This is an optimization exercise on Yosys and OpenROAD, whose aim is small area, not a production implementation. In this exercise RTL edits were held to simulation tests only and were not proved equivalent to the original. No activity file was given, so power comes from the tool's default toggle rates.

`flow/run.sh`:
```
#!/bin/bash
cp standard.sh standard_copy.txt
export BUFFER_PORTS_ARGS="-buffer_cell sky130_fd_sc_hd__buf_1"
export CTS_ARGS="-sink_clustering_enable -repair_clock_nets -dont_use_dummy_load -buf_list sky130_fd_sc_hd__clkbuf_8 -sink_clustering_size 16 -sink_clustering_max_diameter 60"
bash standard.sh finish > standard_flow.log 2>&1
```
`standard.sh`:
```
#!/bin/bash
# synth_recipe.tcl (not shown) runs the flow's synth.tcl, then flattens the netlist and writes it again
# the make line also repeats each setting of config.mk as NAME=value (left out here)
make -C /OpenROAD-flow-scripts/flow DESIGN_CONFIG=/design/flow/config.mk WORK_HOME=/design/flow/orfs CLKGATE_MAP_FILE= SYNTH_SCRIPT=/design/flow/synth_recipe.tcl "${@:-finish}"
```
`config.mk`:
```
export PLATFORM = sky130hd
export DESIGN_NAME = gauss_filter_top
export DESIGN_NICKNAME = gauss_filter_top
export VERILOG_FILES = /design/flow/design.v
export SDC_FILE = /design/flow/constraint.sdc
export NUM_CORES = 4
export LEC_CHECK = 0
export CAP_MARGIN = 20
export CORE_MARGIN = 2
export CORE_UTILIZATION = 80
export CTS_BUF_LIST = sky130_fd_sc_hd__clkbuf_8
export CTS_CLUSTER_DIAMETER = 60
export CTS_CLUSTER_SIZE = 16
export GPL_TIMING_DRIVEN = 0
export PLACE_DENSITY = 0.85
export SLEW_MARGIN = 20
export SYNTH_HIERARCHICAL = 1
```
`constraint.sdc`:
```
create_clock -name core_clock -period 5.0 [get_ports {clk}]
set_input_delay 1.0000 -clock core_clock [delete_from_list [all_inputs] [get_ports {clk}]]
set_output_delay 1.0000 -clock core_clock [all_outputs]
set_load 0.01 [all_outputs]
```
`design.v`:
```
package gauss_pkg;
  typedef logic [8-1:0] pixel_t;
  typedef logic signed [18-1:0] coeff_t;
  typedef logic signed [8+18-1:0] product_t;
  typedef logic signed [48-1:0] sum_t;
endpackage
`timescale 1ns/100ps
module gauss_filter_top
(
  input  logic   clk,
  input  logic   rst,
  input  gauss_pkg::pixel_t pa,
  input  gauss_pkg::pixel_t pb,
  input  gauss_pkg::pixel_t pc,
  input  gauss_pkg::pixel_t pd,
  input  gauss_pkg::pixel_t pe,
  output gauss_pkg::pixel_t p_out
);
  logic rst_d;                              
  logic s0;
  logic c1;
  logic s2;
  logic c3;
  logic s4;
  logic c5;
  logic s6;
  logic c7;
  logic s8;
  logic c9;
  logic s10;
  logic c11;
  logic s12;
  logic c13;
  logic s14;
  logic c15;
  logic s16;
  logic c17;
  logic s18;
  logic c19;
  logic s20;
  logic c21;
  logic s22;
  logic c23;
  logic s24;
  logic c25;
  logic s26;
  logic c27;
  logic s28;
  logic c29;
  logic s30;
  logic c31;
  logic s32;
  logic c33;
  logic s34;
  logic c35;
  logic s36;
  logic c37;
  logic s38;
  logic c39;
  logic s40;
  logic c41;
  logic s42;
  logic c43;
  logic s44;
  logic c45;
  logic s46;
  logic c47;
  logic s48;
  logic c49;
  logic s50;
  logic c51;
  logic o52;
  logic o53;
  logic s54;
  logic c55;
  logic s56;
  logic c57;
  logic s58;
  logic c59;
  logic s60;
  logic c61;
  logic s62;
  logic c63;
  logic s64;
  logic c65;
  logic s66;
  logic c67;
  logic s68;
  logic c69;
  logic s70;
  logic c71;
  logic s72;
  logic c73;
  logic s74;
  logic c75;
  logic s76;
  logic c77;
  logic s78;
  logic c79;
  logic [12:0] xv0;
  logic [12:0] xv0_d;
  logic xv0_c9;
  logic s80;
  logic c81;
  logic s82;
  logic c83;
  logic s84;
  logic c85;
  logic s86;
  logic c87;
  logic s88;
  logic c89;
  logic s90;
  logic c91;
  logic s92;
  logic c93;
  logic s94;
  logic c95;
  logic [8:0] xb;
  logic [8:0] xb_d;
  logic [7:0] xc;
  logic [7:0] xc_d;
  logic [12:0] r1;
  logic [12:0] r1_d;
  logic r1_c9;
  logic s96;
  logic c97;
  logic s98;
  logic c99;
  logic s100;
  logic c101;
  logic s102;
  logic c103;
  logic s104;
  logic c105;
  logic s106;
  logic c107;
  logic s108;
  logic c109;
  logic s110;
  logic c111;
  logic s112;
  logic c113;
  logic s114;
  logic c115;
  logic s116;
  logic c117;
  logic s118;
  logic c119;
  logic s120;
  logic c121;
  logic s122;
  logic c123;
  logic s124;
  logic c125;
  logic s126;
  logic c127;
  logic s128;
  logic c129;
  logic s130;
  logic c131;
  logic s132;
  logic c133;
  logic s134;
  logic c135;
  logic s136;
  logic c137;
  logic s138;
  logic c139;
  logic s140;
  logic c141;
  logic s142;
  logic c143;
  logic s144;
  logic c145;
  logic [14:0] r2p;
  logic [14:0] r2p_d;
  logic r2p_c11;
  logic s146;
  logic c147;
  logic s148;
  logic c149;
  logic s150;
  logic c151;
  logic s152;
  logic c153;
  logic s154;
  logic c155;
  logic s156;
  logic c157;
  logic s158;
  logic c159;
  logic s160;
  logic c161;
  logic s162;
  logic c163;
  logic s164;
  logic c165;
  logic s166;
  logic c167;
  logic s168;
  logic c169;
  logic s170;
  logic c171;
  logic s172;
  logic c173;
  logic s174;
  logic c175;
  logic s176;
  logic c177;
  logic s178;
  logic c179;
  logic [10:0] r2q;
  logic [10:0] r2q_d;
  logic s180;
  logic c181;
  logic s182;
  logic c183;
  logic s184;
  logic c185;
  logic s186;
  logic c187;
  logic s188;
  logic c189;
  logic s190;
  logic c191;
  logic s192;
  logic c193;
  logic s194;
  logic c195;
  logic s196;
  logic c197;
  logic s198;
  logic c199;
  logic s200;
  logic c201;
  logic s202;
  logic c203;
  logic s204;
  logic c205;
  logic s206;
  logic c207;
  logic s208;
  logic c209;
  logic s210;
  logic c211;
  logic s212;
  logic c213;
  logic s214;
  logic c215;
  logic s216;
  logic c217;
  logic s218;
  logic c219;
  logic s220;
  logic c221;
  logic s222;
  logic c223;
  logic s224;
  logic c225;
  logic s226;
  logic c227;
  logic s228;
  logic c229;
  logic s230;
  logic c231;
  logic s232;
  logic c233;
  logic s234;
  logic c235;
  logic s236;
  logic c237;
  logic s238;
  logic c239;
  logic s240;
  logic c241;
  logic s242;
  logic c243;
  logic s244;
  logic c245;
  logic s246;
  logic c247;
  logic o248;
  logic o249;
  logic s250;
  logic c251;
  logic o252;
  logic o253;
  logic s254;
  logic c255;
  logic s256;
  logic c257;
  logic s258;
  logic c259;
  logic s260;
  logic c261;
  logic s262;
  logic c263;
  logic s264;
  logic c265;
  logic s266;
  logic c267;
  logic s268;
  logic c269;
  logic s270;
  logic c271;
  logic s272;
  logic c273;
  logic s274;
  logic c275;
  logic s276;
  logic c277;
  logic s278;
  logic c279;
  logic o280;
  logic o281;
  logic [15:0] r3p;
  logic [15:0] r3p_d;
  logic r3p_c12;
  logic s282;
  logic c283;
  logic s284;
  logic c285;
  logic s286;
  logic c287;
  logic s288;
  logic c289;
  logic s290;
  logic c291;
  logic s292;
  logic c293;
  logic s294;
  logic c295;
  logic s296;
  logic c297;
  logic s298;
  logic c299;
  logic s300;
  logic c301;
  logic s302;
  logic c303;
  logic s304;
  logic c305;
  logic s306;
  logic c307;
  logic s308;
  logic c309;
  logic s310;
  logic c311;
  logic s312;
  logic c313;
  logic s314;
  logic c315;
  logic s316;
  logic c317;
  logic s318;
  logic c319;
  logic s320;
  logic c321;
  logic s322;
  logic c323;
  logic s324;
  logic c325;
  logic s326;
  logic c327;
  logic s328;
  logic c329;
  logic s330;
  logic c331;
  logic s332;
  logic c333;
  logic s334;
  logic c335;
  logic n336;
  logic [12:0] r3q;
  logic [12:0] r3q_d;
  logic r3q_c11;
  logic s337;
  logic c338;
  logic s339;
  logic c340;
  logic s341;
  logic c342;
  logic s343;
  logic c344;
  logic s345;
  logic c346;
  logic s347;
  logic c348;
  logic s349;
  logic c350;
  logic s351;
  logic c352;
  logic s353;
  logic c354;
  logic s355;
  logic c356;
  logic s357;
  logic c358;
  logic s359;
  logic c360;
  logic s361;
  logic c362;
  logic o363;
  logic o364;
  logic s365;
  logic c366;
  logic s367;
  logic c368;
  logic s369;
  logic c370;
  logic s371;
  logic c372;
  logic s373;
  logic c374;
  logic s375;
  logic c376;
  logic s377;
  logic c378;
  logic s379;
  logic c380;
  logic s381;
  logic c382;
  logic s383;
  logic c384;
  logic s385;
  logic c386;
  logic s387;
  logic c388;
  logic [16:0] r4p;
  logic [16:0] r4p_d;
  logic r4p_c13;
  logic o389;
  logic o390;
  logic o391;
  logic o392;
  logic s393;
  logic c394;
  logic s395;
  logic c396;
  logic s397;
  logic c398;
  logic s399;
  logic c400;
  logic s401;
  logic c402;
  logic s403;
  logic c404;
  logic s405;
  logic c406;
  logic s407;
  logic c408;
  logic s409;
  logic c410;
  logic s411;
  logic c412;
  logic s413;
  logic c414;
  logic s415;
  logic c416;
  logic s417;
  logic c418;
  logic s419;
  logic c420;
  logic s421;
  logic c422;
  logic s423;
  logic c424;
  logic s425;
  logic c426;
  logic s427;
  logic c428;
  logic s429;
  logic c430;
  logic s431;
  logic c432;
  logic s433;
  logic c434;
  logic s435;
  logic c436;
  logic [7:0] r4q;
  logic [7:0] r4q_d;
  logic r4q_c5;
  logic s437;
  logic c438;
  logic o439;
  logic o440;
  logic s441;
  logic c442;
  logic s443;
  logic c444;
  logic s445;
  logic c446;
  logic s447;
  logic c448;
  logic s449;
  logic c450;
  logic s451;
  logic c452;
  logic s453;
  logic c454;
  logic s455;
  logic c456;
  logic s457;
  logic c458;
  logic s459;
  logic c460;
  logic s461;
  logic c462;
  logic s463;
  logic c464;
  logic s465;
  logic c466;
  logic s467;
  logic c468;
  logic s469;
  logic c470;
  logic s471;
  logic c472;
  logic o473;
  logic o474;
  logic s475;
  logic c476;
  logic s477;
  logic c478;
  logic s479;
  logic c480;
  logic s481;
  logic c482;
  logic s483;
  logic c484;
  logic s485;
  logic c486;
  logic s487;
  logic c488;
  logic s489;
  logic c490;
  logic s491;
  logic c492;
  logic o493;
  logic o494;
  logic s495;
  logic c496;
  logic s497;
  logic c498;
  logic s499;
  logic c500;
  logic s501;
  logic c502;
  logic s503;
  logic c504;
  logic o505;
  logic o506;
  logic s507;
  logic c508;
  logic s509;
  logic c510;
  logic s511;
  logic c512;
  logic s513;
  logic c514;
  logic s515;
  logic c516;
  logic s517;
  logic c518;
  logic s519;
  logic c520;
  logic s521;
  logic c522;
  logic s523;
  logic c524;
  logic s525;
  logic c526;
  logic s527;
  logic c528;
  logic s529;
  logic c530;
  logic o531;
  logic o532;
  logic x533;
  logic s534;
  logic c535;
  logic x536;
  logic s537;
  logic c538;
  logic x539;
  logic s540;
  logic c541;
  logic x542;
  logic s543;
  logic c544;
  logic p545;
  logic s546;
  logic c547;
  logic s548;
  logic c549;
  logic s550;
  logic c551;
  logic s552;
  logic c553;
  logic s554;
  logic c555;
  logic s556;
  logic c557;
  logic s558;
  logic c559;
  logic s560;
  logic c561;
  logic [7:0] f1;
  logic [7:0] f1_d;
  logic f1_c0;
  logic f1_g1;
  logic f1_p2;
  logic ci562;
  logic s563;
  logic c564;
  logic s565;
  logic c566;
  logic s567;
  logic c568;
  logic s569;
  logic c570;
  logic s571;
  logic c572;
  logic s573;
  logic c574;
  logic s575;
  logic c576;
  logic s577;
  logic c578;
  logic [7:0] res;
  gauss_fa u_s0 (.a(pa[0]), .b(pe[0]), .ci(~pc[0]), .s(s0), .co(c1));
  gauss_fa u_s2 (.a(pa[1]), .b(pe[1]), .ci(~pc[1]), .s(s2), .co(c3));
  gauss_fa u_s4 (.a(pa[2]), .b(pe[2]), .ci(pb[0]), .s(s4), .co(c5));
  gauss_fa u_s6 (.a(pd[0]), .b(~pc[2]), .ci(c3), .s(s6), .co(c7));
  gauss_fa u_s8 (.a(pa[3]), .b(pe[3]), .ci(pb[1]), .s(s8), .co(c9));
  gauss_fa u_s10 (.a(pd[1]), .b(pc[0]), .ci(~pc[3]), .s(s10), .co(c11));
  gauss_fa u_s12 (.a(c5), .b(s8), .ci(s10), .s(s12), .co(c13));
  gauss_fa u_s14 (.a(pa[4]), .b(pe[4]), .ci(pb[2]), .s(s14), .co(c15));
  gauss_fa u_s16 (.a(pd[2]), .b(pc[1]), .ci(~pc[4]), .s(s16), .co(c17));
  gauss_fa u_s18 (.a(c9), .b(c11), .ci(s14), .s(s18), .co(c19));
  gauss_fa u_s20 (.a(s16), .b(s18), .ci(c13), .s(s20), .co(c21));
  gauss_fa u_s22 (.a(pa[5]), .b(pe[5]), .ci(pb[3]), .s(s22), .co(c23));
  gauss_fa u_s24 (.a(pd[3]), .b(pc[2]), .ci(~pc[5]), .s(s24), .co(c25));
  gauss_fa u_s26 (.a(c15), .b(c17), .ci(s22), .s(s26), .co(c27));
  gauss_fa u_s28 (.a(s24), .b(c19), .ci(s26), .s(s28), .co(c29));
  gauss_fa u_s30 (.a(pa[6]), .b(pe[6]), .ci(pb[4]), .s(s30), .co(c31));
  gauss_fa u_s32 (.a(pd[4]), .b(pc[3]), .ci(~pc[6]), .s(s32), .co(c33));
  gauss_fa u_s34 (.a(c23), .b(c25), .ci(s30), .s(s34), .co(c35));
  gauss_fa u_s36 (.a(s32), .b(c27), .ci(s34), .s(s36), .co(c37));
  gauss_fa u_s38 (.a(pa[7]), .b(pe[7]), .ci(pb[5]), .s(s38), .co(c39));
  gauss_fa u_s40 (.a(pd[5]), .b(pc[4]), .ci(~pc[7]), .s(s40), .co(c41));
  gauss_fa u_s42 (.a(c31), .b(c33), .ci(s38), .s(s42), .co(c43));
  gauss_fa u_s44 (.a(s40), .b(c35), .ci(s42), .s(s44), .co(c45));
  gauss_fa u_s46 (.a(pb[6]), .b(pd[6]), .ci(pc[5]), .s(s46), .co(c47));
  gauss_fa u_s48 (.a(c39), .b(c41), .ci(s46), .s(s48), .co(c49));
  gauss_fa u_s50 (.a(c43), .b(s48), .ci(c45), .s(s50), .co(c51));
  gauss_xnor u_o52 (.a(pb[7]), .b(pd[7]), .o(o52));
  gauss_or u_o53 (.a(pb[7]), .b(pd[7]), .o(o53));
  gauss_fa u_s54 (.a(pc[6]), .b(o52), .ci(c47), .s(s54), .co(c55));
  gauss_fa u_s56 (.a(c49), .b(s54), .ci(c51), .s(s56), .co(c57));
  gauss_fa u_s58 (.a(pc[7]), .b(o53), .ci(c55), .s(s58), .co(c59));
  gauss_ha u_s60 (.a(c1), .b(s2), .s(s60), .co(c61));
  gauss_fa u_s62 (.a(s4), .b(s6), .ci(c61), .s(s62), .co(c63));
  gauss_fa u_s64 (.a(c7), .b(s12), .ci(c63), .s(s64), .co(c65));
  gauss_ha u_s66 (.a(s20), .b(c65), .s(s66), .co(c67));
  gauss_fa u_s68 (.a(c21), .b(s28), .ci(c67), .s(s68), .co(c69));
  gauss_fa u_s70 (.a(c29), .b(s36), .ci(c69), .s(s70), .co(c71));
  gauss_fa u_s72 (.a(c37), .b(s44), .ci(c71), .s(s72), .co(c73));
  gauss_ha u_s74 (.a(s50), .b(c73), .s(s74), .co(c75));
  gauss_ha u_s76 (.a(c57), .b(s58), .s(s76), .co(c77));
  gauss_ha u_s78 (.a(c59), .b(c77), .s(s78), .co(c79));
  assign xv0_d[0] = s0;
  assign xv0_d[1] = s60;
  assign xv0_d[2] = s62;
  assign xv0_d[3] = s64;
  assign xv0_d[4] = s66;
  assign xv0_d[5] = s68;
  assign xv0_d[6] = s70;
  assign xv0_d[7] = s72;
  assign xv0_d[8] = s74;
  assign xv0_d[9] = s56;
  assign xv0_d[10] = s76;
  assign xv0_d[11] = s78;
  assign xv0_d[12] = c79;
  gauss_ha u_s80 (.a(pb[0]), .b(pd[0]), .s(s80), .co(c81));
  gauss_fa u_s82 (.a(pb[1]), .b(pd[1]), .ci(c81), .s(s82), .co(c83));
  gauss_fa u_s84 (.a(pb[2]), .b(pd[2]), .ci(c83), .s(s84), .co(c85));
  gauss_fa u_s86 (.a(pb[3]), .b(pd[3]), .ci(c85), .s(s86), .co(c87));
  gauss_fa u_s88 (.a(pb[4]), .b(pd[4]), .ci(c87), .s(s88), .co(c89));
  gauss_fa u_s90 (.a(pb[5]), .b(pd[5]), .ci(c89), .s(s90), .co(c91));
  gauss_fa u_s92 (.a(pb[6]), .b(pd[6]), .ci(c91), .s(s92), .co(c93));
  gauss_fa u_s94 (.a(pb[7]), .b(pd[7]), .ci(c93), .s(s94), .co(c95));
  assign xb_d[0] = s80;
  assign xb_d[1] = s82;
  assign xb_d[2] = s84;
  assign xb_d[3] = s86;
  assign xb_d[4] = s88;
  assign xb_d[5] = s90;
  assign xb_d[6] = s92;
  assign xb_d[7] = s94;
  assign xb_d[8] = c95;
  assign xc_d[0] = pc[0];
  assign xc_d[1] = pc[1];
  assign xc_d[2] = pc[2];
  assign xc_d[3] = pc[3];
  assign xc_d[4] = pc[4];
  assign xc_d[5] = pc[5];
  assign xc_d[6] = pc[6];
  assign xc_d[7] = pc[7];
  assign r1_d[0] = xv0[0];
  assign r1_d[1] = xv0[1];
  assign r1_d[2] = xv0[2];
  assign r1_d[3] = xv0[3];
  assign r1_d[4] = xv0[4];
  assign r1_d[5] = xv0[5];
  assign r1_d[6] = xv0[6];
  assign r1_d[7] = xv0[7];
  assign r1_d[8] = xv0[8];
  assign r1_d[9] = xv0[9];
  assign r1_d[10] = xv0[10];
  assign r1_d[11] = xv0[11];
  assign r1_d[12] = xv0[12];
  gauss_fa u_s96 (.a(r1[2]), .b(xv0[0]), .ci(~xc[1]), .s(s96), .co(c97));
  gauss_fa u_s98 (.a(r1[3]), .b(xv0[1]), .ci(~xc[2]), .s(s98), .co(c99));
  gauss_fa u_s100 (.a(r1[4]), .b(xv0[2]), .ci(~xc[3]), .s(s100), .co(c101));
  gauss_fa u_s102 (.a(r1[5]), .b(xv0[3]), .ci(~xc[4]), .s(s102), .co(c103));
  gauss_fa u_s104 (.a(r1[6]), .b(xv0[4]), .ci(~xc[5]), .s(s104), .co(c105));
  gauss_fa u_s106 (.a(r1[7]), .b(xv0[5]), .ci(~xc[6]), .s(s106), .co(c107));
  gauss_fa u_s108 (.a(r1[8]), .b(xv0[6]), .ci(~xc[7]), .s(s108), .co(c109));
  gauss_fa u_s110 (.a(r1[9]), .b(r1_c9), .ci(xv0[7]), .s(s110), .co(c111));
  gauss_fa u_s112 (.a(r1[10]), .b(xv0[8]), .ci(c111), .s(s112), .co(c113));
  gauss_fa u_s114 (.a(r1[11]), .b(xv0[9]), .ci(xv0_c9), .s(s114), .co(c115));
  gauss_fa u_s116 (.a(r1[12]), .b(xv0[10]), .ci(c115), .s(s116), .co(c117));
  gauss_ha u_s118 (.a(r1[1]), .b(~xc[0]), .s(s118), .co(c119));
  gauss_ha u_s120 (.a(s96), .b(c119), .s(s120), .co(c121));
  gauss_fa u_s122 (.a(c97), .b(s98), .ci(c121), .s(s122), .co(c123));
  gauss_fa u_s124 (.a(c99), .b(s100), .ci(c123), .s(s124), .co(c125));
  gauss_fa u_s126 (.a(c101), .b(s102), .ci(c125), .s(s126), .co(c127));
  gauss_fa u_s128 (.a(c103), .b(s104), .ci(c127), .s(s128), .co(c129));
  gauss_fa u_s130 (.a(c105), .b(s106), .ci(c129), .s(s130), .co(c131));
  gauss_fa u_s132 (.a(c107), .b(s108), .ci(c131), .s(s132), .co(c133));
  gauss_fa u_s134 (.a(c109), .b(s110), .ci(c133), .s(s134), .co(c135));
  gauss_ha u_s136 (.a(s112), .b(c135), .s(s136), .co(c137));
  gauss_ha u_s138 (.a(c113), .b(s114), .s(s138), .co(c139));
  gauss_ha u_s140 (.a(s116), .b(c139), .s(s140), .co(c141));
  gauss_fa u_s142 (.a(xv0[11]), .b(c117), .ci(c141), .s(s142), .co(c143));
  assign s144 = xv0[12] ^ c143;
  assign r2p_d[0] = r1[0];
  assign r2p_d[1] = s118;
  assign r2p_d[2] = s120;
  assign r2p_d[3] = s122;
  assign r2p_d[4] = s124;
  assign r2p_d[5] = s126;
  assign r2p_d[6] = s128;
  assign r2p_d[7] = s130;
  assign r2p_d[8] = s132;
  assign r2p_d[9] = s134;
  assign r2p_d[10] = s136;
  assign r2p_d[11] = s138;
  assign r2p_d[12] = s140;
  assign r2p_d[13] = s142;
  assign r2p_d[14] = s144;
  gauss_fa u_s146 (.a(xb[2]), .b(xc[0]), .ci(~xc[2]), .s(s146), .co(c147));
  gauss_fa u_s148 (.a(xb[3]), .b(xc[1]), .ci(~xc[3]), .s(s148), .co(c149));
  gauss_fa u_s150 (.a(xb[4]), .b(xc[2]), .ci(~xc[4]), .s(s150), .co(c151));
  gauss_fa u_s152 (.a(xb[5]), .b(xc[3]), .ci(~xc[5]), .s(s152), .co(c153));
  gauss_fa u_s154 (.a(xb[6]), .b(xc[4]), .ci(~xc[6]), .s(s154), .co(c155));
  gauss_fa u_s156 (.a(xb[7]), .b(xc[5]), .ci(~xc[7]), .s(s156), .co(c157));
  gauss_fa u_s158 (.a(xb[8]), .b(xc[6]), .ci(c157), .s(s158), .co(c159));
  gauss_ha u_s160 (.a(xb[0]), .b(~xc[0]), .s(s160), .co(c161));
  gauss_fa u_s162 (.a(xb[1]), .b(~xc[1]), .ci(c161), .s(s162), .co(c163));
  gauss_ha u_s164 (.a(s146), .b(c163), .s(s164), .co(c165));
  gauss_fa u_s166 (.a(c147), .b(s148), .ci(c165), .s(s166), .co(c167));
  gauss_fa u_s168 (.a(c149), .b(s150), .ci(c167), .s(s168), .co(c169));
  gauss_fa u_s170 (.a(c151), .b(s152), .ci(c169), .s(s170), .co(c171));
  gauss_fa u_s172 (.a(c153), .b(s154), .ci(c171), .s(s172), .co(c173));
  gauss_fa u_s174 (.a(c155), .b(s156), .ci(c173), .s(s174), .co(c175));
  gauss_ha u_s176 (.a(s158), .b(c175), .s(s176), .co(c177));
  gauss_fa u_s178 (.a(xc[7]), .b(c159), .ci(c177), .s(s178), .co(c179));
  assign r2q_d[0] = s160;
  assign r2q_d[1] = s162;
  assign r2q_d[2] = s164;
  assign r2q_d[3] = s166;
  assign r2q_d[4] = s168;
  assign r2q_d[5] = s170;
  assign r2q_d[6] = s172;
  assign r2q_d[7] = s174;
  assign r2q_d[8] = s176;
  assign r2q_d[9] = s178;
  assign r2q_d[10] = c179;
  gauss_fa u_s180 (.a(r2p[1]), .b(~xv0[1]), .ci(~xb[0]), .s(s180), .co(c181));
  gauss_fa u_s182 (.a(r2p[2]), .b(~xv0[2]), .ci(~xb[1]), .s(s182), .co(c183));
  gauss_fa u_s184 (.a(r2p[3]), .b(xv0[0]), .ci(~xv0[3]), .s(s184), .co(c185));
  gauss_fa u_s186 (.a(~xb[2]), .b(~xc[0]), .ci(c183), .s(s186), .co(c187));
  gauss_fa u_s188 (.a(r2p[4]), .b(xv0[1]), .ci(~xv0[4]), .s(s188), .co(c189));
  gauss_fa u_s190 (.a(~xb[3]), .b(~xc[1]), .ci(c185), .s(s190), .co(c191));
  gauss_fa u_s192 (.a(s188), .b(c187), .ci(s190), .s(s192), .co(c193));
  gauss_fa u_s194 (.a(r2p[5]), .b(xv0[2]), .ci(~xv0[5]), .s(s194), .co(c195));
  gauss_fa u_s196 (.a(~xb[4]), .b(~xc[2]), .ci(c189), .s(s196), .co(c197));
  gauss_fa u_s198 (.a(s194), .b(c191), .ci(s196), .s(s198), .co(c199));
  gauss_fa u_s200 (.a(r2p[6]), .b(xv0[3]), .ci(~xv0[6]), .s(s200), .co(c201));
  gauss_fa u_s202 (.a(~xb[5]), .b(~xc[3]), .ci(c195), .s(s202), .co(c203));
  gauss_fa u_s204 (.a(s200), .b(c197), .ci(s202), .s(s204), .co(c205));
  gauss_fa u_s206 (.a(r2p[7]), .b(xv0[4]), .ci(~xv0[7]), .s(s206), .co(c207));
  gauss_fa u_s208 (.a(~xb[6]), .b(~xc[4]), .ci(c201), .s(s208), .co(c209));
  gauss_fa u_s210 (.a(s206), .b(c203), .ci(s208), .s(s210), .co(c211));
  gauss_fa u_s212 (.a(r2p[8]), .b(xv0[5]), .ci(~xv0[8]), .s(s212), .co(c213));
  gauss_fa u_s214 (.a(~xb[7]), .b(~xc[5]), .ci(c207), .s(s214), .co(c215));
  gauss_fa u_s216 (.a(s212), .b(c209), .ci(s214), .s(s216), .co(c217));
  gauss_fa u_s218 (.a(r2p[9]), .b(xv0[6]), .ci(~xv0[9]), .s(s218), .co(c219));
  gauss_fa u_s220 (.a(~xv0_c9), .b(~xb[8]), .ci(~xc[6]), .s(s220), .co(c221));
  gauss_fa u_s222 (.a(c213), .b(s218), .ci(s220), .s(s222), .co(c223));
  gauss_fa u_s224 (.a(c215), .b(s222), .ci(c217), .s(s224), .co(c225));
  gauss_fa u_s226 (.a(r2p[10]), .b(xv0[7]), .ci(~xv0[10]), .s(s226), .co(c227));
  gauss_fa u_s228 (.a(~xc[7]), .b(c219), .ci(c221), .s(s228), .co(c229));
  gauss_fa u_s230 (.a(s226), .b(c223), .ci(s228), .s(s230), .co(c231));
  gauss_fa u_s232 (.a(r2p[11]), .b(r2p_c11), .ci(xv0[8]), .s(s232), .co(c233));
  gauss_fa u_s234 (.a(~xv0[11]), .b(c227), .ci(s232), .s(s234), .co(c235));
  gauss_fa u_s236 (.a(c229), .b(s234), .ci(c231), .s(s236), .co(c237));
  gauss_fa u_s238 (.a(r2p[12]), .b(xv0[9]), .ci(xv0_c9), .s(s238), .co(c239));
  gauss_fa u_s240 (.a(~xv0[12]), .b(c233), .ci(s238), .s(s240), .co(c241));
  gauss_fa u_s242 (.a(c235), .b(s240), .ci(c237), .s(s242), .co(c243));
  gauss_fa u_s244 (.a(r2p[13]), .b(xv0[10]), .ci(c239), .s(s244), .co(c245));
  gauss_fa u_s246 (.a(c241), .b(s244), .ci(c243), .s(s246), .co(c247));
  gauss_xnor u_o248 (.a(r2p[14]), .b(xv0[11]), .o(o248));
  gauss_or u_o249 (.a(r2p[14]), .b(xv0[11]), .o(o249));
  gauss_fa u_s250 (.a(o248), .b(c245), .ci(c247), .s(s250), .co(c251));
  gauss_xnor u_o252 (.a(xv0[12]), .b(o249), .o(o252));
  gauss_or u_o253 (.a(xv0[12]), .b(o249), .o(o253));
  gauss_ha u_s254 (.a(r2p[0]), .b(~xv0[0]), .s(s254), .co(c255));
  gauss_ha u_s256 (.a(s180), .b(c255), .s(s256), .co(c257));
  gauss_fa u_s258 (.a(c181), .b(s182), .ci(c257), .s(s258), .co(c259));
  gauss_fa u_s260 (.a(s184), .b(s186), .ci(c259), .s(s260), .co(c261));
  gauss_ha u_s262 (.a(s192), .b(c261), .s(s262), .co(c263));
  gauss_fa u_s264 (.a(c193), .b(s198), .ci(c263), .s(s264), .co(c265));
  gauss_fa u_s266 (.a(c199), .b(s204), .ci(c265), .s(s266), .co(c267));
  gauss_fa u_s268 (.a(c205), .b(s210), .ci(c267), .s(s268), .co(c269));
  gauss_fa u_s270 (.a(c211), .b(s216), .ci(c269), .s(s270), .co(c271));
  gauss_ha u_s272 (.a(s224), .b(c271), .s(s272), .co(c273));
  gauss_fa u_s274 (.a(c225), .b(s230), .ci(c273), .s(s274), .co(c275));
  gauss_ha u_s276 (.a(s236), .b(c275), .s(s276), .co(c277));
  gauss_ha u_s278 (.a(c251), .b(o252), .s(s278), .co(c279));
  assign r3p_d[0] = s254;
  assign r3p_d[1] = s256;
  assign r3p_d[2] = s258;
  assign r3p_d[3] = s260;
  assign r3p_d[4] = s262;
  assign r3p_d[5] = s264;
  assign r3p_d[6] = s266;
  assign r3p_d[7] = s268;
  assign r3p_d[8] = s270;
  assign r3p_d[9] = s272;
  assign r3p_d[10] = s274;
  assign r3p_d[11] = s276;
  assign r3p_d[12] = s242;
  assign r3p_d[13] = s246;
  assign r3p_d[14] = s250;
  assign r3p_d[15] = s278;
  gauss_fa u_s282 (.a(r2q[2]), .b(xb[0]), .ci(xc[0]), .s(s282), .co(c283));
  gauss_fa u_s284 (.a(r2q[3]), .b(xb[1]), .ci(xc[1]), .s(s284), .co(c285));
  gauss_fa u_s286 (.a(~xb[3]), .b(c283), .ci(s284), .s(s286), .co(c287));
  gauss_fa u_s288 (.a(r2q[4]), .b(xb[2]), .ci(xc[2]), .s(s288), .co(c289));
  gauss_fa u_s290 (.a(~xb[4]), .b(c285), .ci(s288), .s(s290), .co(c291));
  gauss_fa u_s292 (.a(r2q[5]), .b(xb[3]), .ci(xc[3]), .s(s292), .co(c293));
  gauss_fa u_s294 (.a(~xb[5]), .b(c289), .ci(s292), .s(s294), .co(c295));
  gauss_fa u_s296 (.a(r2q[6]), .b(xb[4]), .ci(xc[4]), .s(s296), .co(c297));
  gauss_fa u_s298 (.a(~xb[6]), .b(c293), .ci(s296), .s(s298), .co(c299));
  gauss_fa u_s300 (.a(r2q[7]), .b(xb[5]), .ci(xc[5]), .s(s300), .co(c301));
  gauss_fa u_s302 (.a(~xb[7]), .b(c297), .ci(s300), .s(s302), .co(c303));
  gauss_fa u_s304 (.a(r2q[8]), .b(xb[6]), .ci(xc[6]), .s(s304), .co(c305));
  gauss_fa u_s306 (.a(~xb[8]), .b(c301), .ci(s304), .s(s306), .co(c307));
  gauss_fa u_s308 (.a(r2q[9]), .b(xb[7]), .ci(xc[7]), .s(s308), .co(c309));
  gauss_fa u_s310 (.a(c305), .b(s308), .ci(c307), .s(s310), .co(c311));
  gauss_fa u_s312 (.a(r2q[10]), .b(xb[8]), .ci(c309), .s(s312), .co(c313));
  gauss_ha u_s314 (.a(r2q[0]), .b(~xb[0]), .s(s314), .co(c315));
  gauss_fa u_s316 (.a(r2q[1]), .b(~xb[1]), .ci(c315), .s(s316), .co(c317));
  gauss_fa u_s318 (.a(~xb[2]), .b(s282), .ci(c317), .s(s318), .co(c319));
  gauss_ha u_s320 (.a(s286), .b(c319), .s(s320), .co(c321));
  gauss_fa u_s322 (.a(c287), .b(s290), .ci(c321), .s(s322), .co(c323));
  gauss_fa u_s324 (.a(c291), .b(s294), .ci(c323), .s(s324), .co(c325));
  gauss_fa u_s326 (.a(c295), .b(s298), .ci(c325), .s(s326), .co(c327));
  gauss_fa u_s328 (.a(c299), .b(s302), .ci(c327), .s(s328), .co(c329));
  gauss_fa u_s330 (.a(c303), .b(s306), .ci(c329), .s(s330), .co(c331));
  gauss_ha u_s332 (.a(s310), .b(c331), .s(s332), .co(c333));
  gauss_fa u_s334 (.a(c311), .b(s312), .ci(c333), .s(s334), .co(c335));
  assign n336 = ~c313;
  assign r3q_d[0] = s314;
  assign r3q_d[1] = s316;
  assign r3q_d[2] = s318;
  assign r3q_d[3] = s320;
  assign r3q_d[4] = s322;
  assign r3q_d[5] = s324;
  assign r3q_d[6] = s326;
  assign r3q_d[7] = s328;
  assign r3q_d[8] = s330;
  assign r3q_d[9] = s332;
  assign r3q_d[10] = s334;
  assign r3q_d[11] = n336;
  assign r3q_d[12] = c313;
  gauss_fa u_s337 (.a(r3p[2]), .b(xv0[0]), .ci(~xc[1]), .s(s337), .co(c338));
  gauss_fa u_s339 (.a(r3p[3]), .b(xv0[1]), .ci(~xc[2]), .s(s339), .co(c340));
  gauss_fa u_s341 (.a(r3p[4]), .b(xv0[2]), .ci(~xc[3]), .s(s341), .co(c342));
  gauss_fa u_s343 (.a(r3p[5]), .b(xv0[3]), .ci(~xc[4]), .s(s343), .co(c344));
  gauss_fa u_s345 (.a(r3p[6]), .b(xv0[4]), .ci(~xc[5]), .s(s345), .co(c346));
  gauss_fa u_s347 (.a(r3p[7]), .b(xv0[5]), .ci(~xc[6]), .s(s347), .co(c348));
  gauss_fa u_s349 (.a(r3p[8]), .b(xv0[6]), .ci(~xc[7]), .s(s349), .co(c350));
  gauss_fa u_s351 (.a(r3p[9]), .b(xv0[7]), .ci(c350), .s(s351), .co(c352));
  gauss_fa u_s353 (.a(r3p[10]), .b(xv0[8]), .ci(c352), .s(s353), .co(c354));
  gauss_fa u_s355 (.a(r3p[11]), .b(xv0[9]), .ci(xv0_c9), .s(s355), .co(c356));
  gauss_fa u_s357 (.a(r3p[12]), .b(r3p_c12), .ci(xv0[10]), .s(s357), .co(c358));
  gauss_fa u_s359 (.a(r3p[13]), .b(xv0[11]), .ci(c358), .s(s359), .co(c360));
  gauss_fa u_s361 (.a(r3p[14]), .b(xv0[12]), .ci(c360), .s(s361), .co(c362));
  gauss_xnor u_o363 (.a(r3p[15]), .b(c362), .o(o363));
  gauss_or u_o364 (.a(r3p[15]), .b(c362), .o(o364));
  gauss_ha u_s365 (.a(r3p[1]), .b(~xc[0]), .s(s365), .co(c366));
  gauss_ha u_s367 (.a(s337), .b(c366), .s(s367), .co(c368));
  gauss_fa u_s369 (.a(c338), .b(s339), .ci(c368), .s(s369), .co(c370));
  gauss_fa u_s371 (.a(c340), .b(s341), .ci(c370), .s(s371), .co(c372));
  gauss_fa u_s373 (.a(c342), .b(s343), .ci(c372), .s(s373), .co(c374));
  gauss_fa u_s375 (.a(c344), .b(s345), .ci(c374), .s(s375), .co(c376));
  gauss_fa u_s377 (.a(c346), .b(s347), .ci(c376), .s(s377), .co(c378));
  gauss_fa u_s379 (.a(c348), .b(s349), .ci(c378), .s(s379), .co(c380));
  gauss_ha u_s381 (.a(s351), .b(c380), .s(s381), .co(c382));
  gauss_ha u_s383 (.a(s353), .b(c382), .s(s383), .co(c384));
  gauss_fa u_s385 (.a(c354), .b(s355), .ci(c384), .s(s385), .co(c386));
  gauss_fa u_s387 (.a(c356), .b(s357), .ci(c386), .s(s387), .co(c388));
  assign r4p_d[0] = r3p[0];
  assign r4p_d[1] = s365;
  assign r4p_d[2] = s367;
  assign r4p_d[3] = s369;
  assign r4p_d[4] = s371;
  assign r4p_d[5] = s373;
  assign r4p_d[6] = s375;
  assign r4p_d[7] = s377;
  assign r4p_d[8] = s379;
  assign r4p_d[9] = s381;
  assign r4p_d[10] = s383;
  assign r4p_d[11] = s385;
  assign r4p_d[12] = s387;
  assign r4p_d[13] = s359;
  assign r4p_d[14] = s361;
  assign r4p_d[15] = o363;
  assign r4p_d[16] = o364;
  gauss_xnor u_o389 (.a(r3q[0]), .b(xb[0]), .o(o389));
  gauss_or u_o390 (.a(r3q[0]), .b(xb[0]), .o(o390));
  gauss_xnor u_o391 (.a(r3q[1]), .b(xb[1]), .o(o391));
  gauss_or u_o392 (.a(r3q[1]), .b(xb[1]), .o(o392));
  gauss_fa u_s393 (.a(~xc[1]), .b(o391), .ci(o390), .s(s393), .co(c394));
  gauss_fa u_s395 (.a(r3q[2]), .b(o392), .ci(s146), .s(s395), .co(c396));
  gauss_fa u_s397 (.a(r3q[3]), .b(c147), .ci(s148), .s(s397), .co(c398));
  gauss_fa u_s399 (.a(r3q[4]), .b(c149), .ci(s150), .s(s399), .co(c400));
  gauss_fa u_s401 (.a(r3q[5]), .b(c151), .ci(s152), .s(s401), .co(c402));
  gauss_fa u_s403 (.a(r3q[6]), .b(c153), .ci(s154), .s(s403), .co(c404));
  gauss_fa u_s405 (.a(r3q[7]), .b(c155), .ci(s156), .s(s405), .co(c406));
  gauss_fa u_s407 (.a(r3q[8]), .b(s158), .ci(c406), .s(s407), .co(c408));
  gauss_fa u_s409 (.a(r3q[9]), .b(xc[7]), .ci(c159), .s(s409), .co(c410));
  assign c412 = ~xc[0] & o389;
  assign c414 = s393 & c412;
  gauss_maj u_s415 (.a(c394), .b(s395), .ci(c414), .o(c416));
  gauss_maj u_s417 (.a(c396), .b(s397), .ci(c416), .o(c418));
  gauss_maj u_s419 (.a(c398), .b(s399), .ci(c418), .o(c420));
  gauss_fa u_s421 (.a(c400), .b(s401), .ci(c420), .s(s421), .co(c422));
  gauss_fa u_s423 (.a(c402), .b(s403), .ci(c422), .s(s423), .co(c424));
  gauss_fa u_s425 (.a(c404), .b(s405), .ci(c424), .s(s425), .co(c426));
  gauss_ha u_s427 (.a(s407), .b(c426), .s(s427), .co(c428));
  gauss_fa u_s429 (.a(c408), .b(s409), .ci(c428), .s(s429), .co(c430));
  gauss_ha u_s431 (.a(r3q[10]), .b(c410), .s(s431), .co(c432));
  gauss_fa u_s433 (.a(r3q[11]), .b(r3q_c11), .ci(c432), .s(s433), .co(c434));
  assign s435 = r3q[12] ^ c434;
  assign r4q_d[0] = s421;
  assign r4q_d[1] = s423;
  assign r4q_d[2] = s425;
  assign r4q_d[3] = s427;
  assign r4q_d[4] = s429;
  assign r4q_d[5] = s431;
  assign r4q_d[6] = s433;
  assign r4q_d[7] = s435;
  gauss_maj u_s437 (.a(r4q[0]), .b(~r4p[0]), .ci(~xv0[0]), .o(c438));
  gauss_xnor u_o439 (.a(r4q[1]), .b(~r4p[1]), .o(o439));
  gauss_or u_o440 (.a(r4q[1]), .b(~r4p[1]), .o(o440));
  gauss_maj u_s441 (.a(~xv0[1]), .b(o439), .ci(c438), .o(c442));
  gauss_fa u_s443 (.a(r4q[2]), .b(~r4p[2]), .ci(~xv0[2]), .s(s443), .co(c444));
  gauss_maj u_s445 (.a(o440), .b(s443), .ci(c442), .o(c446));
  gauss_fa u_s447 (.a(r4q[3]), .b(~r4p[3]), .ci(~xv0[3]), .s(s447), .co(c448));
  gauss_maj u_s449 (.a(c444), .b(s447), .ci(c446), .o(c450));
  gauss_fa u_s451 (.a(r4p[0]), .b(xv0[0]), .ci(r4q[4]), .s(s451), .co(c452));
  gauss_fa u_s453 (.a(~r4p[4]), .b(~xv0[4]), .ci(s451), .s(s453), .co(c454));
  gauss_maj u_s455 (.a(c448), .b(s453), .ci(c450), .o(c456));
  gauss_fa u_s457 (.a(r4p[1]), .b(xv0[1]), .ci(r4q[5]), .s(s457), .co(c458));
  gauss_fa u_s459 (.a(r4q_c5), .b(~r4p[5]), .ci(~xv0[5]), .s(s459), .co(c460));
  gauss_fa u_s461 (.a(c452), .b(s457), .ci(s459), .s(s461), .co(c462));
  gauss_maj u_s463 (.a(c454), .b(s461), .ci(c456), .o(c464));
  gauss_fa u_s465 (.a(r4p[2]), .b(xv0[2]), .ci(r4q[6]), .s(s465), .co(c466));
  gauss_fa u_s467 (.a(~r4p[6]), .b(~xv0[6]), .ci(c458), .s(s467), .co(c468));
  gauss_fa u_s469 (.a(s465), .b(c460), .ci(s467), .s(s469), .co(c470));
  gauss_maj u_s471 (.a(c462), .b(s469), .ci(c464), .o(c472));
  gauss_xnor u_o473 (.a(r4p[3]), .b(xv0[3]), .o(o473));
  gauss_or u_o474 (.a(r4p[3]), .b(xv0[3]), .o(o474));
  gauss_fa u_s475 (.a(r4q[7]), .b(~r4p[7]), .ci(~xv0[7]), .s(s475), .co(c476));
  gauss_fa u_s477 (.a(o473), .b(c466), .ci(s475), .s(s477), .co(c478));
  gauss_fa u_s479 (.a(c468), .b(s477), .ci(c470), .s(s479), .co(c480));
  gauss_fa u_s481 (.a(r4p[4]), .b(xv0[4]), .ci(~r4p[8]), .s(s481), .co(c482));
  gauss_fa u_s483 (.a(~xv0[8]), .b(o474), .ci(c476), .s(s483), .co(c484));
  gauss_fa u_s485 (.a(s481), .b(c478), .ci(s483), .s(s485), .co(c486));
  gauss_fa u_s487 (.a(r4p[5]), .b(xv0[5]), .ci(~r4p[9]), .s(s487), .co(c488));
  gauss_fa u_s489 (.a(~xv0[9]), .b(~xv0_c9), .ci(c482), .s(s489), .co(c490));
  gauss_fa u_s491 (.a(s487), .b(c484), .ci(s489), .s(s491), .co(c492));
  gauss_xnor u_o493 (.a(r4p[6]), .b(xv0[6]), .o(o493));
  gauss_or u_o494 (.a(r4p[6]), .b(xv0[6]), .o(o494));
  gauss_fa u_s495 (.a(~r4p[10]), .b(~xv0[10]), .ci(o493), .s(s495), .co(c496));
  gauss_fa u_s497 (.a(c488), .b(s495), .ci(c490), .s(s497), .co(c498));
  gauss_fa u_s499 (.a(r4p[7]), .b(xv0[7]), .ci(~r4p[11]), .s(s499), .co(c500));
  gauss_fa u_s501 (.a(~xv0[11]), .b(o494), .ci(s499), .s(s501), .co(c502));
  gauss_fa u_s503 (.a(c496), .b(s501), .ci(c498), .s(s503), .co(c504));
  gauss_xnor u_o505 (.a(r4p[8]), .b(xv0[8]), .o(o505));
  gauss_or u_o506 (.a(r4p[8]), .b(xv0[8]), .o(o506));
  gauss_fa u_s507 (.a(~r4p[12]), .b(~xv0[12]), .ci(o505), .s(s507), .co(c508));
  gauss_fa u_s509 (.a(c500), .b(s507), .ci(c502), .s(s509), .co(c510));
  gauss_fa u_s511 (.a(r4p[9]), .b(xv0[9]), .ci(xv0_c9), .s(s511), .co(c512));
  gauss_fa u_s513 (.a(~r4p[13]), .b(~r4p_c13), .ci(o506), .s(s513), .co(c514));
  gauss_fa u_s515 (.a(s511), .b(c508), .ci(s513), .s(s515), .co(c516));
  gauss_fa u_s517 (.a(r4p[10]), .b(xv0[10]), .ci(~r4p[14]), .s(s517), .co(c518));
  gauss_fa u_s519 (.a(c512), .b(s517), .ci(c514), .s(s519), .co(c520));
  gauss_fa u_s521 (.a(r4p[11]), .b(xv0[11]), .ci(~r4p[15]), .s(s521), .co(c522));
  gauss_fa u_s523 (.a(c518), .b(s521), .ci(c520), .s(s523), .co(c524));
  gauss_fa u_s525 (.a(r4p[12]), .b(xv0[12]), .ci(~r4p[16]), .s(s525), .co(c526));
  gauss_fa u_s527 (.a(c522), .b(s525), .ci(c524), .s(s527), .co(c528));
  gauss_fa u_s529 (.a(r4p[13]), .b(r4p_c13), .ci(c526), .s(s529), .co(c530));
  gauss_xnor u_o531 (.a(r4p[14]), .b(c530), .o(o531));
  gauss_or u_o532 (.a(r4p[14]), .b(c530), .o(o532));
  assign x533 = c472 ^ s479;
  assign c535 = c472 & s479;
  assign x536 = c480 ^ s485;
  gauss_maj u_s537 (.a(c480), .b(s485), .ci(c535), .o(c538));
  assign x539 = c486 ^ s491;
  gauss_maj u_s540 (.a(c486), .b(s491), .ci(c538), .o(c541));
  assign x542 = c492 ^ s497;
  gauss_maj u_s543 (.a(c492), .b(s497), .ci(c541), .o(c544));
  assign p545 = s503;
  gauss_ha u_s546 (.a(c504), .b(s509), .s(s546), .co(c547));
  gauss_fa u_s548 (.a(c510), .b(s515), .ci(c547), .s(s548), .co(c549));
  gauss_fa u_s550 (.a(c516), .b(s519), .ci(c549), .s(s550), .co(c551));
  gauss_ha u_s552 (.a(s523), .b(c551), .s(s552), .co(c553));
  gauss_ha u_s554 (.a(s527), .b(c553), .s(s554), .co(c555));
  gauss_fa u_s556 (.a(c528), .b(s529), .ci(c555), .s(s556), .co(c557));
  gauss_ha u_s558 (.a(o531), .b(c557), .s(s558), .co(c559));
  gauss_fa u_s560 (.a(r4p[15]), .b(o532), .ci(c559), .s(s560), .co(c561));
  assign f1_d[0] = s546;
  assign f1_d[1] = s548;
  assign f1_d[2] = s550;
  assign f1_d[3] = s552;
  assign f1_d[4] = s554;
  assign f1_d[5] = s556;
  assign f1_d[6] = s558;
  assign f1_d[7] = s560;
  assign ci562 = (f1_g1 | (f1_p2 & f1_c0));
  gauss_ha u_s563 (.a(f1[0]), .b(ci562), .s(s563), .co(c564));
  gauss_ha u_s565 (.a(f1[1]), .b(c564), .s(s565), .co(c566));
  gauss_ha u_s567 (.a(f1[2]), .b(c566), .s(s567), .co(c568));
  gauss_ha u_s569 (.a(f1[3]), .b(c568), .s(s569), .co(c570));
  gauss_ha u_s571 (.a(f1[4]), .b(c570), .s(s571), .co(c572));
  gauss_ha u_s573 (.a(f1[5]), .b(c572), .s(s573), .co(c574));
  gauss_ha u_s575 (.a(f1[6]), .b(c574), .s(s575), .co(c576));
  assign s577 = f1[7] ^ c576;
  assign res[0] = s563;
  assign res[1] = s565;
  assign res[2] = s567;
  assign res[3] = s569;
  assign res[4] = s571;
  assign res[5] = s573;
  assign res[6] = s575;
  assign res[7] = s577;
  always_ff @(posedge clk) begin
    if (rst) begin
      xv0 <= 13'd767;
      xv0_c9 <= 1'd0;
      xb <= 9'd0;
      xc <= 8'd0;
      r3p <= 16'd5095;
      r3p_c12 <= 1'd0;
    end else begin
      xv0 <= xv0_d;
      xv0_c9 <= c75;
      xb <= xb_d;
      xc <= xc_d;
      r3p <= r3p_d;
      r3p_c12 <= c277;
    end
  end
  always_ff @(posedge clk) begin
    if (rst | rst_d) begin
      r2p <= 15'd4345;
      r2p_c11 <= 1'd0;
      r3q <= 13'd2814;
      r3q_c11 <= 1'd0;
    end else begin
      r2p <= r2p_d;
      r2p_c11 <= c137;
      r3q <= r3q_d;
      r3q_c11 <= c335;
    end
  end
  always_ff @(posedge clk) begin
    r1 <= r1_d;
    r1_c9 <= xv0_c9;
    r2q <= r2q_d;
    r4p <= r4p_d;
    r4p_c13 <= c388;
    r4q <= r4q_d;
    r4q_c5 <= c430;
    f1 <= f1_d;
    f1_c0 <= c544;
    f1_g1 <= 1'b0;
    f1_p2 <= p545;
  end
  always_ff @(posedge clk) begin
    rst_d <= rst;
  end
  localparam int ODLY = 20;
  logic [7:0] dly [ODLY+1];
  always_ff @(posedge clk) begin
    dly[0] <= res;
    for (int i = 1; i <= ODLY; i++) begin
      dly[i] <= dly[i-1];
    end
  end
  logic [4:0] since_rst;
  always_ff @(posedge clk) begin
    if (rst) begin
      since_rst <= '0;
    end else if (since_rst != 5'd23) begin
      since_rst <= since_rst + 5'd1;
    end
  end
  assign p_out = (since_rst == 5'd23) ? dly[ODLY] : '0;
endmodule
module gauss_fa (input logic a, b, ci, output logic s, co);
  assign s  = a ^ b ^ ci;
  assign co = (a & b) | (a & ci) | (b & ci);
endmodule
module gauss_ha (input logic a, b, output logic s, co);
  assign s  = a ^ b;
  assign co = a & b;
endmodule
module gauss_maj (input logic a, b, ci, output logic o);
  assign o = (a & b) | (a & ci) | (b & ci);
endmodule
module gauss_xnor (input logic a, b, output logic o);
  assign o = ~(a ^ b);
endmodule
module gauss_or (input logic a, b, output logic o);
  assign o = a | b;
endmodule
```
==> flow_summary_export.csv, run 1 <==
group,metric,value,unit
run_status,run_status,"timing/DRC/antenna clean",
finish,final_cell_mix,"dfxtp_1, fa_1, inv_1",
finish,drive_above_1_share,8.78,%
synth,syn_nets,1076,
timing,post-route-period-util,97.4,%
route,vias,5704,
global_route,antenna_found_initial,0,
timing,hold_ws,324,ps
synth,netlist_area,0.0123,mm²
route,antenna_left,0,
setup_path,end_kind,"flip-flop",
setup_path,crit_slowest_cell,"fa_1",
synth,syn_area_per_cell,15.9,µm²
power_and_ir_drop,total_power,10.4,mW
global_route,grt_use_met2,51.7,%
finish,n_antenna_cell,0,
clock_network,clk_latency,540,ps
timing,skew,52.2,ps
setup_path,crit_path_frequent_cell,"fa_1",
floorplan,die_y,128,µm
synth,netlist.area_leader.share,51.0,%
power_and_ir_drop,clockPowerShare,10.8,%
finish,synthToLayoutAreaGrowth,6.45,%
setup_path,slowest_delay,450,ps
route,routedWlPerCell,20.5,µm
timing,max_slew_margin,44.7,%
power_and_ir_drop,leakagePower,5.37,nW
global_route,grt_pass1_wl,35800,µm
floorplan,start_util,81.5,%
global_route,grt_use_met3,4.97,%
setup_path,reg2reg_to,"r4p[12]",
finish,layout_commonest_cell,"dfxtp_1",
finish,finalNonFillerCells,1042,
route,drt_drc_violations_left,0,
placement,gp_congestion,0.841,
route,drt_pass1_iterations,5,
setup_path,critical_path_class,"reg2reg",
clock_network,cts_tree,"built",
global_route,busiest_layer,"met2",
power_and_ir_drop,powerDensity,791,mW/mm²
power_and_ir_drop,switching_share,35.6,%
power_and_ir_drop,internal-power,6.69,mW
worst_hold_path,hold_end,"dly[13][7]",
global_route,grt_use_total,29.4,%
power_and_ir_drop,pwr-share-seq,41.3,%
clock_network,cts.sinks,314,
floorplan,ioPinCount,50,
floorplan,rows,45,
synth,ys_ff_latch,314,
timing,worst_slew_pin_slew,830,ps
power_and_ir_drop,switchingPower,3.70,mW
synth,yosys_warnings,8,
placement,dp_hpwl,16200,µm
setup_path,worst_ep_required_time,5410,ps
synth,synth.area.top_cells,"dfxtp_1, fa_1, ha_1",
route,routed_wl,21400,µm
global_route,first_global_vias,7068,
finish,nets,1154,
route,first_iter_violations,254,
synth,synth_largest_area_cell,"dfxtp_1",
floorplan,coreArea,0.0151,mm²
global_route,grt_use_met1,36.5,%
timing,slew_viol_final,0,
flow_run,maxCapViolations,0,
global_route,grt_max_degree,17,
floorplan,dieArea,0.0164,mm²
setup_path,cp_max_fo,5,
synth,syn_inst,778,
setup_path,reg2reg_slack,130,ps
synth,synthDistinctLibCells,25,
placement,portBuffers,49,
timing,setup_viol,0,
route,viasPerCell,5.47,
power_and_ir_drop,p_comb_share,47.9,%
worst_hold_path,hp-start,"dly[12][7]",
floorplan,die_w,128,µm
clock_network,cts-root-to-sink-buffers,3,
timing,period_minus_slack,4870,ps
timing,hold_violations,0,
synth,synth_seq_area_share,51.0,%
timing,fmax,205,MHz
setup_path,worstPathCellList,"inv_4 -> fa_1 -> ha_1 -> fa_1 -> fa_1 -> fa_2 -> fa_1 -> fa_1 -> fa_1 -> ha_1 -> ha_1 -> fa_1 -> fa_1",
global_route,grt-ovfl-total,0,
clock_network,numCtsBuffers,23,
setup_path,worst_setup_path_start_kind,"flip-flop",
setup_path,r2r_start,"xc[1]",
clock_network,root_buffer,"clkbuf_8",
power_and_ir_drop,vdd_drop_max,0.000754,V
setup_path,worstRegToRegCells,13,
clock_network,clk_pin_slew,110,ps
worst_hold_path,min_delay_path_depth,0,
setup_path,cp_data_arrival_time,5280,ps
clock_network,cts_max_level,1,
worst_hold_path,hold_class,"reg2reg",
placement,dp.cells,1015,
flip-flops by register name, indices dropped and copies added, names as in the netlist, 11 cells and up:
signal,count
r1,13
r2p,15
xv0,13
dly,168
r2q,11
r3p,16
r4p,17
r3q,13
layer usage:
metal | vias up | share of wire [%]
met5 | - | 0
met4 | 0 | 4.0
met3 | 65 | 4.1
met2 | 162 | 54
met1 | 2976 | 38
li1 | 2501 | -
cells in the mapped netlist:
cell type and count:
nor3_1 2, buf_6 1, inv_1 58, dfxtp_1 314, and4b_4 1, or3_1 15
xor2_2 1, clkbuf_1 7, xor2_1 4, ha_1 41, nand2b_1 1, fa_1 215
xnor2_1 12, buf_2 2, and3_1 1, nand3_1 2, or2_1 10, nor2_1 12
maj3_2 13, a31oi_1 1, mux2i_1 1, nor2b_1 22, o21bai_1 1, or2_2 18
and2_1 23
cell type report:
type / count / area (µm²)
Buffer: 10 / 47.5
Clock buffer: 23 / 317
Fill cell: 628 / 2010
Inverter: 58 / 220
Multi-Input combinational cell: 396 / 5790
Sequential cell: 314 / 6310
Tap cell: 188 / 235
Timing Repair Buffer: 53 / 214
through the flow:
step	util (%)	setup slack, ps	TNS (ps)	area [µm²]
after detailed placement	84.2	-156	-385	12800
after CTS	86.3	28.7	0	13100
final	86.7	130	0	13100
after global routing	86.7	-2.13	-2.13	13100
after floorplan	-	278	0	12300
after global placement	84.2	-28.1	-49.0	12800
modules after synthesis (local to each module, per instance):
module / copies in the design / area [µm²] / cells inside
gauss_fa: 215 / 20.0 / 1
gauss_filter_top: 1 / 7230 / 489
gauss_ha: 40 / 12.5 / 1
gauss_maj: 13 / 11.3 / 1
gauss_or: 10 / 6.26 / 1
gauss_xnor: 11 / 8.76 / 1
critical path, delay by kind of cell (launching register included):
| kind | cells | cell delay (ps) |
|---|---|---|
| buffers and inverters | 1 | 120 |
| DFF | 1 | 380 |
| adders and majority gates | 12 | 4270 |
power by group through the flow:
| stage | registers, mW | clock network [mW] | logic (mW) |
|---|---|---|---|
| 5_1_grt | 4.42 | 1.23 | 5.83 |
| 4_1_cts | 4.32 | 1.14 | 5.02 |
| 3_3_place_gp | 4.27 | 0 | 4.30 |
| 2_1_floorplan | 4.12 | 0 | 3.49 |
| 3_5_place_dp | 4.36 | 0 | 4.84 |
| 6_report | 4.29 | 1.12 | 4.98 |
what timing repair did:
item                                    CTS  global route
hold buffers                              0             0
hold endpoints to repair                  0             0
endpoints found under the setup margin    4             4
buffers inserted                          0             4
gates resized for setup                   5            13
worst max-delay path by stage:
stage          slack [ps]       to  cells past startpoint  startpoint
2_1_floorplan         280  r4p[12]                     13       xc[1]
3_3_place_gp          -30  r3p[11]                     14      xv0[1]
3_5_place_dp         -160  r3p[11]                     14      xv0[1]
4_1_cts                30  r3p[11]                     13      xv0[2]
5_1_grt                -2  r4p[12]                     13       xc[1]
6_report              130  r4p[12]                     13       xc[1]
kinds of logic (layout without fill, tap and decap cells):
group,count (synthesis),count (layout),synth area share (%)
flops,314,314,51.0
simple gates,107,107,5.20
xor+xnor,17,17,1.27
mux,1,1,0.0811
buf+inv,68,144,2.15
compound gates,2,2,0.112
fa+ha+maj,269,269,40.2
==> run 2: changes to the inputs <==
--- a/config.mk
+++ b/config.mk
@@ -7,11 +7,11 @@
 export LEC_CHECK = 0
 export CAP_MARGIN = 20
 export CORE_MARGIN = 2
-export CORE_UTILIZATION = 80
+export CORE_UTILIZATION = 60
 export CTS_BUF_LIST = sky130_fd_sc_hd__clkbuf_8
 export CTS_CLUSTER_DIAMETER = 60
 export CTS_CLUSTER_SIZE = 16
 export GPL_TIMING_DRIVEN = 0
-export PLACE_DENSITY = 0.85
+export PLACE_DENSITY = 0.7
 export SLEW_MARGIN = 20
 export SYNTH_HIERARCHICAL = 1
==> flow_summary_export.csv, run 2 <==
group,metric,value,unit
finish,final_cell_mix,"dfxtp_1, fa_1, inv_1",
route,viasPerCell,4.86,
clock_network,cts_tree,"built",
clock_network,ctsHoldBuffers,0,
route,routedWlPerCell,16.4,µm
placement,post-place-ws,-110,ps
route,drt_pass1_iterations,4,
timing,post-route-period-util,96.5,%
global_route,first_global_vias,6573,
finish,layout_commonest_cell,"dfxtp_1",
synth,synth_seq_area_share,51.0,%
timing,worst_slew_pin_slew,796,ps
setup_path,worst_setup_path_start_kind,"flip-flop",
floorplan,dieArea,0.0217,mm²
synth,syn_inst,778,
floorplan,rows,52,
synth,synth.area.top_cells,"dfxtp_1, fa_1, ha_1",
placement,place_area,0.0129,mm²
clock_network,clk_pin_slew,100,ps
timing,hold_violations,0,
placement,dp_hpwl,14800,µm
synth,yosysMostFrequentCell,"dfxtp_1",
route,drt_drc_violations_left,0,
synth,ys_ff_latch,314,
setup_path,crit_path_frequent_cell,"fa_1",
clock_network,cts.sinks,314,
finish,n_antenna_cell,0,
timing,fmax,207,MHz
setup_path,worst_ep_required_time,5440,ps
power_and_ir_drop,vdd_drop_max,0.000484,V
floorplan,start_util,61.0,%
setup_path,crit_slowest_cell,"fa_1",
finish,synthToLayoutAreaGrowth,7.24,%
synth,synth_edf_count,0,
global_route,grt_use_total,19.5,%
timing,slew_viol_final,0,
synth,netlist_area,0.0123,mm²
timing,rsz0062_at_grt,"false",
route,vias,5459,
synth,async_reset_ff_share,0,%
synth,yosys_warnings,8,
synth,syn_area_per_cell,15.9,µm²
clock_network,root_buffer,"clkbuf_8",
clock_network,numCtsBuffers,24,
finish,largest_register_ffs,168,
global_route,grt_pass1_wl,33000,µm
floorplan,coreArea,0.0202,mm²
clock_network,clk_latency,550,ps
setup_path,end_kind,"flip-flop",
worst_hold_path,hold_class,"reg2reg",
run_status,run_status,"timing/DRC/antenna clean",
setup_path,slowest_delay,490,ps
floorplan,die_w,147,µm
flow_run,maxCapViolations,0,
power_and_ir_drop,leakagePower,5.37,nW
synth,syn_nets,1076,
clock_network,cts_max_level,1,
global_route,grt-ovfl-total,0,
setup_path,cp_data_arrival_time,5270,ps
placement,portBuffers,49,
finish,fin_util,65.4,%
finish,design_area,0.0132,mm²
route,antenna_left,0,
setup_path,critical_path_class,"reg2reg",
timing,setup_viol,0,
power_and_ir_drop,powerDensity,741,mW/mm²
global_route,grt_max_degree,17,
route,first_iter_violations,169,
floorplan,die_y,147,µm
finish,reg_top3,"dly x168, r4p x17, r3p x16",
global_route,antenna_found_initial,0,
synth,netlist_top_cells_count,"dfxtp_1, fa_1, inv_1",
timing,fin_ws,176,ps
timing,max_slew_margin,46.9,%
floorplan,ioPinCount,50,
finish,nets,1154,
finish,top_register,"dly",
synth,netlist.area_leader.share,51.0,%
synth,synthDistinctLibCells,25,
finish,drive_above_1_share,8.43,%
timing,skew,50.0,ps
power_and_ir_drop,total_power,9.81,mW
setup_path,cp_max_fo,4,
setup_path,worstPathCellList,"inv_1 -> fa_1 -> fa_1 -> fa_1 -> fa_1 -> fa_1 -> fa_1 -> fa_1 -> ha_1 -> ha_1 -> fa_1 -> fa_1",
timing,hold_ws,315,ps
route,routed_wl,18500,µm
synth,synth_largest_area_cell,"dfxtp_1",
timing,period_minus_slack,4820,ps
clock_network,cts-root-to-sink-buffers,3,
placement,gp_congestion,0.791,
synth,synthFlopType,"dfxtp_1",
## run 2: per-layer routing
layer	vias up	global-route usage [%]	routed length, µm	share of wire [%]
met5	-	0	0	0
met4	0	4.86	341	1.8
met3	25	3.02	746	4.0
met2	86	33.1	9220	50
met1	2846	26.9	8170	44
li1	2502	-	-	-
## run 2: per-module statistics from Yosys, one instance, submodules excluded
| module | flip-flops and latches | area (µm²) | cells |
|---|---|---|---|
| gauss_ha | 0 | 12.5 | 1 |
| gauss_or | 0 | 6.26 | 1 |
| gauss_fa | 0 | 20.0 | 1 |
| gauss_maj | 0 | 11.3 | 1 |
| gauss_xnor | 0 | 8.76 | 1 |
| gauss_filter_top | 314 | 7230 | 489 |
## run 2: worst paths after layout
kind,end,startpoint,cells past startpoint,slack [ps]
min reg2reg,dly[9][0],dly[8][0],0,320
max reg2reg,r4p[12],xc[2],12,180
max,r4p[12],xc[2],12,180
min,dly[9][0],dly[8][0],0,320
## run 2: what timing repair did
action,in CTS,in global routing
endpoints found under the setup margin,4,5
pin swaps,0,0
endpoints found under the hold margin,0,0
gates resized for setup,2,10
buffers inserted,0,3
gates cloned,0,0
## run 2: layout make-up
| type | count | area, µm² |
|---|---|---|
| Sequential cell | 314 | 6300 |
| Tap cell | 270 | 338 |
| Timing Repair Buffer | 52 | 206 |
| Clock buffer | 24 | 330 |
| Fill cell | 1478 | 7000 |
| Buffer | 10 | 47.5 |
| Multi-Input combinational cell | 396 | 5790 |
| Inverter | 58 | 220 |
## run 2: cell families (layout without fill, tap and decap cells)
family	after synthesis	count (layout)	synth area share, %
adders and majority gates	269	269	40.2
AOI/OAI and AO/OA	2	2	0.112
buffers and inverters	68	144	2.15
xor gates and xnor gates	17	17	1.27
and+or+nand+nor	107	107	5.20
muxes	1	1	0.0811
DFF	314	314	51.0
## run 2: stage by stage
step | instances | setup TNS (ps)
3_3_place_gp | 1097 | -116
5_1_grt | 1124 | 0
2_1_floorplan | 778 | 0
3_5_place_dp | 1097 | -292
4_1_cts | 1121 | 0
6_report | 1124 | 0
## run 2: worst max-delay path: cells and delay by family, from the launching register on
family | cells | cell delay [ps]
adders and majority gates | 11 | 4080
buffers and inverters | 1 | 270
DFF | 1 | 370
## run 2: where the power goes
group | switching, mW | internal, mW | leakage (nW) | total, mW
sequential | 0.495 | 3.72 | 2.63 | 4.22
clock | 0.711 | 0.430 | 0.173 | 1.14
combinational | 2.10 | 2.34 | 2.56 | 4.45
total | 3.31 | 6.50 | 5.37 | 9.81

==> separate check: timing with driven ports <==
How much do the figures lean on ideal ports? The routed layouts below were timed once more, with nothing changed but the port constraints.
Step 1 assumes that a clkbuf_16 drives the clock port and a buf_2 every other input.
Step 2 also shifts input and output timing later by t, the mid clock arrival at the registers, as if the neighbouring blocks saw the same clock.
a / b / c = ideal / step 1 / step 2; a / b = the first two.
| run | t, ns | setup WS [ns] | worst setup path at the end | pins driven straight from the clock port |
|---|---|---|---|---|
| run 1 | 0.548 | 0.130 / 0.130 / 0.073 | input to register | 1 |
| run 2 | 0.564 | 0.176 / 0.176 / 0.126 | input to register | 1 |
After both steps every run listed still meets setup and hold. For run 1, which loses most, drivers alone change the setup slack by 0.000 ns; drivers and shift together by -0.057 ns.
